From an optimization exercise on the open Yosys and OpenROAD flow, aimed at small area; shortcuts taken in it are not production practice. The RTL was checked by simulation tests, not by an equivalence proof against the original design. No activity file was given, so power comes from the tool's default toggle rates.

`config.mk`:
```
export PLATFORM = sky130hd
export DESIGN_NAME = rvvi_trace_bridge
export DESIGN_NICKNAME = rvvi_trace_bridge
export VERILOG_FILES = /design/flow/design.v
export SDC_FILE = /design/flow/constraint.sdc
export NUM_CORES = 4
export LEC_CHECK = 0
export CAP_MARGIN = 20
export CORE_MARGIN = 2
export CORE_UTILIZATION = 70
export SLEW_MARGIN = 20
```
`constraint.sdc`:
```
create_clock -name core_clock -period 6.0 [get_ports {rvvi}]
set_input_delay 1.2000 -clock core_clock [delete_from_list [all_inputs] [get_ports {rvvi}]]
set_output_delay 1.2000 -clock core_clock [all_outputs]
set_load 0.01 [all_outputs]
```
`design.v`:
```
package rvvi_bridge_pkg;
    localparam int XLEN         = 32;
    localparam int ORDER_W      = 64;
    localparam int CSR_ADDR_W   = 12;
    localparam int NUM_CSRS     = 5;
    localparam int REG_ADDR_W   = 5;
    localparam int MSTATUS_RAW_W = 6;
    localparam int MIE_RAW_W     = 19;
    localparam int MCAUSE_RAW_W  = 7;
    typedef enum logic [2:0] {
        CSR_MSTATUS,
        CSR_MIE,
        CSR_MCAUSE,
        CSR_MSCRATCH,
        CSR_MEPC
    } csr_idx_e;
    localparam logic [NUM_CSRS*CSR_ADDR_W-1:0] CSR_ADDR =
        {12'h341, 12'h340, 12'h342, 12'h304, 12'h300};
    typedef enum logic {
        BEAT_RETIRE,
        BEAT_CSR
    } beat_kind_e;
    typedef logic [NUM_CSRS-1:0]           csr_mask_t;
    typedef logic [NUM_CSRS*XLEN-1:0]      csr_vals_t;
    localparam int MSTATUS_TW_BIT   = 21;
    localparam int MSTATUS_MPRV_BIT = 17;
    localparam int MSTATUS_MPP_LSB  = 11;
    localparam int MSTATUS_MPIE_BIT = 7;
    localparam int MSTATUS_MIE_BIT  = 3;
    localparam int MIE_FAST_LSB     = 16;
    localparam int MIE_EXT_BIT      = 11;
    localparam int MIE_TIMER_BIT    = 7;
    localparam int MIE_SW_BIT       = 3;
    localparam int MCAUSE_IRQ_BIT   = 31;
    localparam int MCAUSE_CODE_W    = 6;
    typedef struct packed {
        logic [ORDER_W-1:0]    order;
        logic [XLEN-1:0]       insn;
        logic [XLEN-1:0]       pc_rdata;
        logic [XLEN-1:0]       pc_wdata;
        logic                  trap;
        logic                  intr;
        logic [REG_ADDR_W-1:0] rd_addr;
        logic [XLEN-1:0]       rd_wdata;
        csr_vals_t             csr_val;
        csr_mask_t             csr_mask;
    } retire_rec_t;
    localparam int REC_W = ORDER_W + 3*XLEN + 2 + REG_ADDR_W + XLEN + NUM_CSRS*XLEN + NUM_CSRS;
endpackage
`timescale 1ns/10ps
module rvvi_trace_bridge #(
    parameter int FIFO_DEPTH = 4
) (
    input  logic                                      rvvi,
    input  logic                                      arst_n_i,
    input  logic                                      rvfi_valid_i,
    input  logic [rvvi_bridge_pkg::ORDER_W-1:0]       rvfi_order_i,
    input  logic [rvvi_bridge_pkg::XLEN-1:0]          rvfi_insn_i,
    input  logic [rvvi_bridge_pkg::XLEN-1:0]          rvfi_pc_rdata_i,
    input  logic [rvvi_bridge_pkg::XLEN-1:0]          rvfi_pc_wdata_i,
    input  logic                                      rvfi_trap_i,
    input  logic                                      rvfi_intr_i,
    input  logic [rvvi_bridge_pkg::REG_ADDR_W-1:0]    rvfi_rd_addr_i,
    input  logic [rvvi_bridge_pkg::XLEN-1:0]          rvfi_rd_wdata_i,
    input  logic [rvvi_bridge_pkg::MSTATUS_RAW_W-1:0] mstatus_raw_i,
    input  logic [rvvi_bridge_pkg::MIE_RAW_W-1:0]     mie_raw_i,
    input  logic [rvvi_bridge_pkg::MCAUSE_RAW_W-1:0]  mcause_raw_i,
    input  logic [rvvi_bridge_pkg::XLEN-1:0]          mscratch_i,
    input  logic [rvvi_bridge_pkg::XLEN-1:0]          mepc_i,
    output logic                                      beat_valid_o,
    output rvvi_bridge_pkg::beat_kind_e               beat_kind_o,
    output logic [rvvi_bridge_pkg::ORDER_W-1:0]       order_o,
    output logic [rvvi_bridge_pkg::XLEN-1:0]          insn_o,
    output logic [rvvi_bridge_pkg::XLEN-1:0]          pc_rdata_o,
    output logic [rvvi_bridge_pkg::XLEN-1:0]          pc_wdata_o,
    output logic                                      trap_o,
    output logic                                      intr_o,
    output logic [rvvi_bridge_pkg::XLEN-1:0]          x_wb_o,
    output logic [rvvi_bridge_pkg::XLEN-1:0]          x_wdata_o,
    output logic [rvvi_bridge_pkg::CSR_ADDR_W-1:0]    csr_addr_o,
    output logic [rvvi_bridge_pkg::XLEN-1:0]          csr_data_o,
    output logic                                      overflow_o
);
    localparam int XLEN = rvvi_bridge_pkg::XLEN;
    localparam int NC   = rvvi_bridge_pkg::NUM_CSRS;
    localparam int RW   = rvvi_bridge_pkg::ORDER_W + 4*XLEN + 2 + rvvi_bridge_pkg::REG_ADDR_W;
    localparam int CW   = 6 + 19 + 7 + 2*XLEN;
    localparam int NS   = FIFO_DEPTH + 1;    
    logic [CW-1:0] csr_now;
    logic [CW-1:0] prev_q;
    logic          first_q;      
    logic [NC-1:0] changed;
    logic [NC-1:0] pending_q;
    logic [NC-1:0] cmask_q;
    logic          push_q;
    logic [RW-1:0] cap_q;
    assign csr_now = {mepc_i, mscratch_i, mcause_raw_i, mie_raw_i, mstatus_raw_i};
    always_comb begin
        if (first_q) begin
            changed[0] = |csr_now[5:0];
            changed[1] = |csr_now[24:6];
            changed[2] = |csr_now[31:25];
            changed[3] = |csr_now[63:32];
            changed[4] = |csr_now[95:64];
        end else begin
            changed[0] = csr_now[5:0]   != prev_q[5:0];
            changed[1] = csr_now[24:6]  != prev_q[24:6];
            changed[2] = csr_now[31:25] != prev_q[31:25];
            changed[3] = csr_now[63:32] != prev_q[63:32];
            changed[4] = csr_now[95:64] != prev_q[95:64];
        end
    end
    always_ff @(posedge rvvi or negedge arst_n_i) begin
        if (!arst_n_i) begin
            first_q   <= 1'b1;
            pending_q <= '0;
            push_q    <= 1'b0;
        end else begin
            first_q   <= 1'b0;
            push_q    <= rvfi_valid_i;
            if (rvfi_valid_i) begin
                pending_q <= '0;
            end else begin
                pending_q <= pending_q | changed;
            end
        end
    end
    always_ff @(posedge rvvi) begin
        prev_q  <= csr_now;
        cmask_q <= pending_q | changed;
        cap_q   <= {rvfi_order_i, rvfi_insn_i, rvfi_pc_rdata_i, rvfi_pc_wdata_i,
                    rvfi_trap_i, rvfi_intr_i, rvfi_rd_addr_i, rvfi_rd_wdata_i};
    end
    logic [RW-1:0]         mem_r [0:FIFO_DEPTH-1];
    logic [NC-1:0]         mem_m [0:FIFO_DEPTH-1];
    logic [CW-1:0]         mem_c [0:NS-1];
    logic [1:0]            wr_q, rd_q;           
    logic [NS-1:0]         wc_oh_q, rc_oh_q;     
    logic [NS-1:0]         cur_oh;               
    logic                  overflow_q;
    logic                  full, empty, push_ok, pop;
    assign cur_oh  = {rc_oh_q[0], rc_oh_q[NS-1:1]};
    assign empty   = |(wc_oh_q & rc_oh_q);
    assign full    = |(wc_oh_q & cur_oh);
    assign push_ok = push_q && !full;
    always_ff @(posedge rvvi or negedge arst_n_i) begin
        if (!arst_n_i) begin
            wr_q       <= '0;
            rd_q       <= '0;
            wc_oh_q    <= NS'(1);
            rc_oh_q    <= NS'(1);
            overflow_q <= 1'b0;
        end else begin
            if (push_ok) begin
                wr_q    <= wr_q + 1'b1;
                wc_oh_q <= {wc_oh_q[NS-2:0], wc_oh_q[NS-1]};
            end
            if (pop) begin
                rd_q    <= rd_q + 1'b1;
                rc_oh_q <= {rc_oh_q[NS-2:0], rc_oh_q[NS-1]};
            end
            if (push_q && full) begin
                overflow_q <= 1'b1;
            end
        end
    end
    always_ff @(posedge rvvi) begin
        for (int i = 0; i < FIFO_DEPTH; i++) begin
            if (push_ok && wr_q == 2'(i)) begin
                mem_r[i] <= cap_q;
                mem_m[i] <= cmask_q;
            end
        end
        for (int i = 0; i < NS; i++) begin
            if (push_ok && wc_oh_q[i]) begin
                mem_c[i] <= prev_q;
            end
        end
    end
    logic [NC-1:0] head_mask;
    logic [NC-1:0] remain_q;
    logic [NC-1:0] remain_next;
    logic [NC-1:0] sel_oh_q;     
    logic [NC-1:0] sel_next;
    logic          valid_q;
    logic          kind_q;
    always_comb begin
        head_mask = '0;
        for (int i = 0; i < FIFO_DEPTH; i++) begin
            head_mask |= mem_m[i] & {NC{rd_q == 2'(i)}};
        end
    end
    assign pop = !empty && (remain_q == '0);
    assign sel_next    = remain_q & (~remain_q + 1'b1);
    assign remain_next = remain_q & ~sel_next;
    always_ff @(posedge rvvi or negedge arst_n_i) begin
        if (!arst_n_i) begin
            remain_q <= '0;
            sel_oh_q <= '0;
            valid_q  <= 1'b0;
            kind_q   <= 1'b0;
        end else if (pop) begin
            valid_q  <= 1'b1;
            kind_q   <= 1'b0;
            remain_q <= head_mask;
        end else if (remain_q != '0) begin
            valid_q  <= 1'b1;
            kind_q   <= 1'b1;
            sel_oh_q <= sel_next;
            remain_q <= remain_next;
        end else begin
            valid_q <= 1'b0;
            kind_q  <= 1'b0;
        end
    end
    logic [FIFO_DEPTH-1:0] out_oh;
    logic [1:0]            out_ptr;
    logic [RW-1:0]         out_r;
    logic [XLEN-1:0]       csr_sel_val [0:NS-1];
    logic [XLEN-1:0]       csr_data;
    logic [4:0]            rd_addr;
    assign out_ptr = rd_q - 1'b1;
    always_comb begin
        for (int i = 0; i < FIFO_DEPTH; i++) out_oh[i] = (out_ptr == 2'(i));
    end
    always_comb begin
        out_r = '0;
        for (int i = 0; i < FIFO_DEPTH; i++) begin
            out_r |= mem_r[i] & {RW{out_oh[i]}};
        end
    end
    always_comb begin
        csr_data = '0;
        for (int s = 0; s < NS; s++) begin
            csr_data |= {XLEN{cur_oh[s] & sel_oh_q[0]}} &
                        {10'b0, mem_c[s][0], 3'b0, mem_c[s][1], 4'b0, mem_c[s][3:2], 3'b0,
                         mem_c[s][4], 3'b0, mem_c[s][5], 3'b0};
            csr_data |= {XLEN{cur_oh[s] & sel_oh_q[1]}} &
                        {mem_c[s][21:6], 4'b0, mem_c[s][22], 3'b0, mem_c[s][23], 3'b0,
                         mem_c[s][24], 3'b0};
            csr_data |= {XLEN{cur_oh[s] & sel_oh_q[2]}} &
                        {mem_c[s][31], 25'b0, mem_c[s][30:25]};
            csr_data |= {XLEN{cur_oh[s] & sel_oh_q[3]}} & mem_c[s][63:32];
            csr_data |= {XLEN{cur_oh[s] & sel_oh_q[4]}} & mem_c[s][95:64];
        end
    end
    assign {order_o, insn_o, pc_rdata_o, pc_wdata_o, trap_o, intr_o, rd_addr, x_wdata_o} = out_r;
    assign x_wb_o = (rd_addr == '0) ? '0 : (32'd1 << rd_addr);
    always_comb begin
        csr_addr_o = '0;
        for (int i = 0; i < NC; i++) begin
            csr_addr_o |= {rvvi_bridge_pkg::CSR_ADDR_W{sel_oh_q[i]}} &
                          rvvi_bridge_pkg::CSR_ADDR[i*rvvi_bridge_pkg::CSR_ADDR_W +: rvvi_bridge_pkg::CSR_ADDR_W];
        end
    end
    assign beat_valid_o = valid_q;
    assign beat_kind_o  = rvvi_bridge_pkg::beat_kind_e'(kind_q);
    assign csr_data_o   = csr_data;
    assign overflow_o   = overflow_q;
endmodule
```
`flow/run.sh`:
```
#!/bin/bash
# Standard ORFS layout (the standard.sh), with smaller port buffers and a clock tree
# built from smaller buffers without dummy loads.
set -euo pipefail
export BUFFER_PORTS_ARGS="-buffer_cell sky130_fd_sc_hd__buf_1"
export CTS_ARGS="-sink_clustering_enable -repair_clock_nets -dont_use_dummy_load -sink_clustering_size 10 -sink_clustering_max_diameter 40 -buf_list {sky130_fd_sc_hd__clkbuf_4}"
bash standard.sh > standard.log 2>&1
```
`standard.sh`:
```
#!/bin/bash
# synth_recipe.tcl (not shown) runs the flow's synth.tcl, then flattens the netlist and writes it again
# the make line also repeats each setting of config.mk as NAME=value (left out here)
make -C /OpenROAD-flow-scripts/flow DESIGN_CONFIG=/design/flow/config.mk WORK_HOME=/design/flow/orfs CLKGATE_MAP_FILE= SYNTH_SCRIPT=/design/flow/synth_recipe.tcl "${@:-finish}"
```
==> flow_summary.toml <==
[logic_synthesis]
ys_seq_area_share_pct = 83.4
syn_inst = 3023
yosysTopAreaCellShare_pct = 70.9
synth_edf_count = 1296
synthTopCellsByArea = "edfxtp_1 (71%), dfxtp_1 (11%), a22oi_1 (7.1%)"
async_reset_ff_share_pct = 2.09
yosys.area.top_type = "edfxtp_1"
synth_seq_cells = 1630
syn_area_um2 = 54900
synth_warnings = 4
ys.flop_type = "edfxtp_1"
avgSynthCellArea_um2 = 18.2
synth.distinct_cells = 54

[setup_path]
r2r_cells = 4
end_kind = "primary output"
crit_fanout = 17
crit_path_start_kind = "flip-flop"
cp_data_required_time_ns = 4.80
r2r-end = "mem_r[0][136]"
rr_startpoint = "rc_oh_q[1]"
arrival_ns = 3.81
reg2reg_slack_ns = 2.19
path_class = "flip-flop to primary output"

[power]
ir_worst_vdd_uv = 393
leakage_nw = 19.6
p_per_area_nw_per_um2 = 413

[route]
ant_nets = 0
route.detailed.drc = 0
initialDrtViolationCount = 3246
detail_route.wl_per_cell_um = 27.6
dr_total_vias = 30494
dr.pass1.iters = 6
wl_um = 131000
avgViaCountPerCell = 6.45

[worst_hold_path]
hold_class = "input pin to flip-flop"
whs_path_depth = 1
min_from = "rvfi_order_i[55]"
hold_end = "cap_q[190]"

[clocking]
cts_root_buffer = "clkbuf_4"
ctsResizeCount = 0
clock_sink_count = 1630
cts_buffers = 189
cts_tree = "yes"
clk_path_buf_depth = 3
ctsHoldBuffers = 0
cts.htree.levels = 4
cts_setup_buffers = 0
clk_latency_ns = 1.06
clk_pin_slew_ns = 0.11

[layout]
fin_util_pct = 76.8
area.growth.synth_to_final_pct = 8.65
fin_area_um2 = 59600
fillCellCount = 4608
finalNetCount = 3976
layout-drive-gt1-share_pct = 7.42

[sta]
tns_ns = 0
slew_headroom_pct = 21.6
max_freq_mhz = 200
worst_pin_slew_ns = 1.18
grt_setup_unrepaired = "no"
period_minus_slack_ns = 5.01
hold_violations = 0
period_share_pct = 83.4
setup_viol = 0
slew_violations = 0
skew_ns = 0.117

[run_status]
status = "timing/DRC/antenna clean"

[floorplan]
coreArea_um2 = 77600
ioPinCount = 571
std_cell_rows = 102
start_util_pct = 70.7
die_y_um = 284
die_area_um2 = 80600
die_w_um = 284

[global_route]
grtUsageTotal_pct = 32.4
grt_pass1_wl_um = 192000
grt_pass1_vias = 30889
antenna_found_initial = 25
grt_max_degree = 149
grt_overflow = 0

[placed_design]
dp_hpwl_um = 80600
dpl-instance-area_um2 = 58100
numPortBuffers = 563
place_congestion = 0.945

[flow_run]
drv_cap = 0
sequential cells by signal, summed over array words and instances, names as in the netlist:
signal	count
mem_r	796
mem_c	480
cap_q	199
prev_q	96
mem_m	20
cmask_q	5
pending_q	5
rc_oh_q	5
remain_q	5
sel_oh_q	5
wc_oh_q	5
rd_q	2
wr_q	2
first_q	1
kind_q	1
overflow_q	1
push_q	1
valid_q	1
layout make-up:
class / count / area (µm²) / area share, %
tap: 1040 / 1300 / 2.18
inverter: 14 / 52.6 / 0.0881
timing repair buffer: 608 / 2590 / 4.34
antenna: 18 / 45.0 / 0.0756
sequential: 1630 / 45800 / 76.8
clock buffer: 189 / 1420 / 2.38
multi-input combinational: 1227 / 8430 / 14.1
layout by cell type, fill, tap and decap left out, drive strengths merged, types with 2 or more instances in the layout:
cell,synthesis,layout
edfxtp,1296,1296
buf,78,607
a22oi,519,519
dfxtp,300,300
nand2,223,223
clkbuf,81,190
xor2,68,68
nor2,45,45
a22o,45,45
a222oi,39,39
nand4,38,38
nor4,37,37
a221oi,33,33
dfrtp,31,31
xnor2,30,30
and2,29,29
diode,0,18
and3,16,16
nand3,15,15
inv,14,14
nor3,10,10
a21oi,9,9
o21ai,9,9
conb,1,8
ha,8,8
o22ai,6,6
mux2,6,6
mux2i,5,5
a21o,4,4
or4,3,3
nor4b,3,3
a32oi,3,3
dfstp,3,3
or3,3,3
and4,2,2
o2111ai,2,2
metrics by stage:
step | setup slack, ns | total power, mW | hold slack, ns | std cells
floorplan | 1.76 | 17.6 | 0.410 | 3030
global placement | 2.14 | 20.1 | 0.433 | 4518
detailed placement | 2.10 | 20.3 | 0.435 | 4518
CTS | 0.911 | 24.7 | 0.0988 | 4707
global route | 0.811 | 25.7 | 0.113 | 4717
finish | 0.995 | 24.6 | 0.199 | 4726
synthesized netlist by cell type (31+ instances only):
cell,count
nor2_1,45
nand2_1,223
edfxtp_1,1296
a222oi_1,39
buf_2,39
a22o_1,45
dfrtp_1,31
dfxtp_1,300
a221oi_1,33
nand4_1,38
nor4_1,37
a22oi_1,517
xor2_1,68
clkbuf_1,81
worst max-delay path, cell delays in order, from the launching register on:
cell      delay [ns]
dfstp_2         0.82
and2_1          0.77
buf_4           0.42
a221oi_1        0.14
o221a_2         0.19
o211ai_1        0.09
buf_1           0.30
per-layer routing:
layer / vias up / routed length, µm / GRT usage [%]
met5: - / 137 / 0
met4: 20 / 4680 / 12.5
met3: 271 / 12800 / 9.07
met2: 1574 / 65500 / 53.4
met1: 15316 / 47300 / 41.5
li1: 13313 / - / -
worst max path at each step:
| stage | from | end | slack (ns) | cells past startpoint |
|---|---|---|---|---|
| finish | rc_oh_q[0] | csr_data_o[12] | 0.99 | 6 |
| global route | rc_oh_q[0] | csr_data_o[11] | 0.81 | 6 |
| CTS | rc_oh_q[0] | csr_data_o[12] | 0.91 | 6 |
| detailed placement | rc_oh_q[0] | csr_data_o[12] | 2.10 | 6 |
| global placement | rc_oh_q[0] | csr_data_o[12] | 2.14 | 6 |
| floorplan | rc_oh_q[4] | mem_m[0][0] | 1.76 | 5 |
power breakdown:
part	leakage, nW	switching [mW]	total (mW)	internal (mW)
Sequential	14.7	0.499	14.0	13.5
Clock	0.870	3.16	4.61	1.45
Combinational	4.00	4.35	6.05	1.69
cells by family (layout without fill, tap and decap cells):
| group | count (synthesis) | in the layout | synth area share, % |
|---|---|---|---|
| flops | 1630 | 1630 | 83.4 |
| compound gates | 676 | 676 | 9.55 |
| simple gates | 426 | 426 | 3.66 |
| buf+inv | 173 | 811 | 1.40 |
| xor+xnor | 98 | 98 | 1.56 |
| mux | 11 | 11 | 0.214 |
| fa+ha+maj | 8 | 8 | 0.182 |
| other cells | 1 | 26 | 0.00683 |

## port drivers added, routing unchanged
In the flow no input, the clock included, has a driving cell. The finished layout below was timed again as built, in two steps.
Step 1: set_driving_cell puts a clkbuf_16 on rvvi and a buf_2 on each other input, an assumption about the parent block.
Step 2 adds t to the input delays and takes it off the output delays; t is the mean of the earliest and latest rising clock arrival at the registers after step 1. Input paths then give back, and output paths get back, about the clock's delay inside the block.
Slacks: ideal ports / drivers / drivers and shift; pairs: ideal ports / drivers.
shift t [ns]: 1.085
setup WS [ns]: 0.995 / 0.924 / 2.009
hold WS [ns]: 0.199 / 0.154 / 0.407
slew at the worst register clock pin (ns): 0.11 / 0.11
pins driven straight from the clock port: 1
After both steps this run still meets setup and hold. For this run, drivers alone change the setup slack by -0.071 ns; drivers and shift together by +1.014 ns.
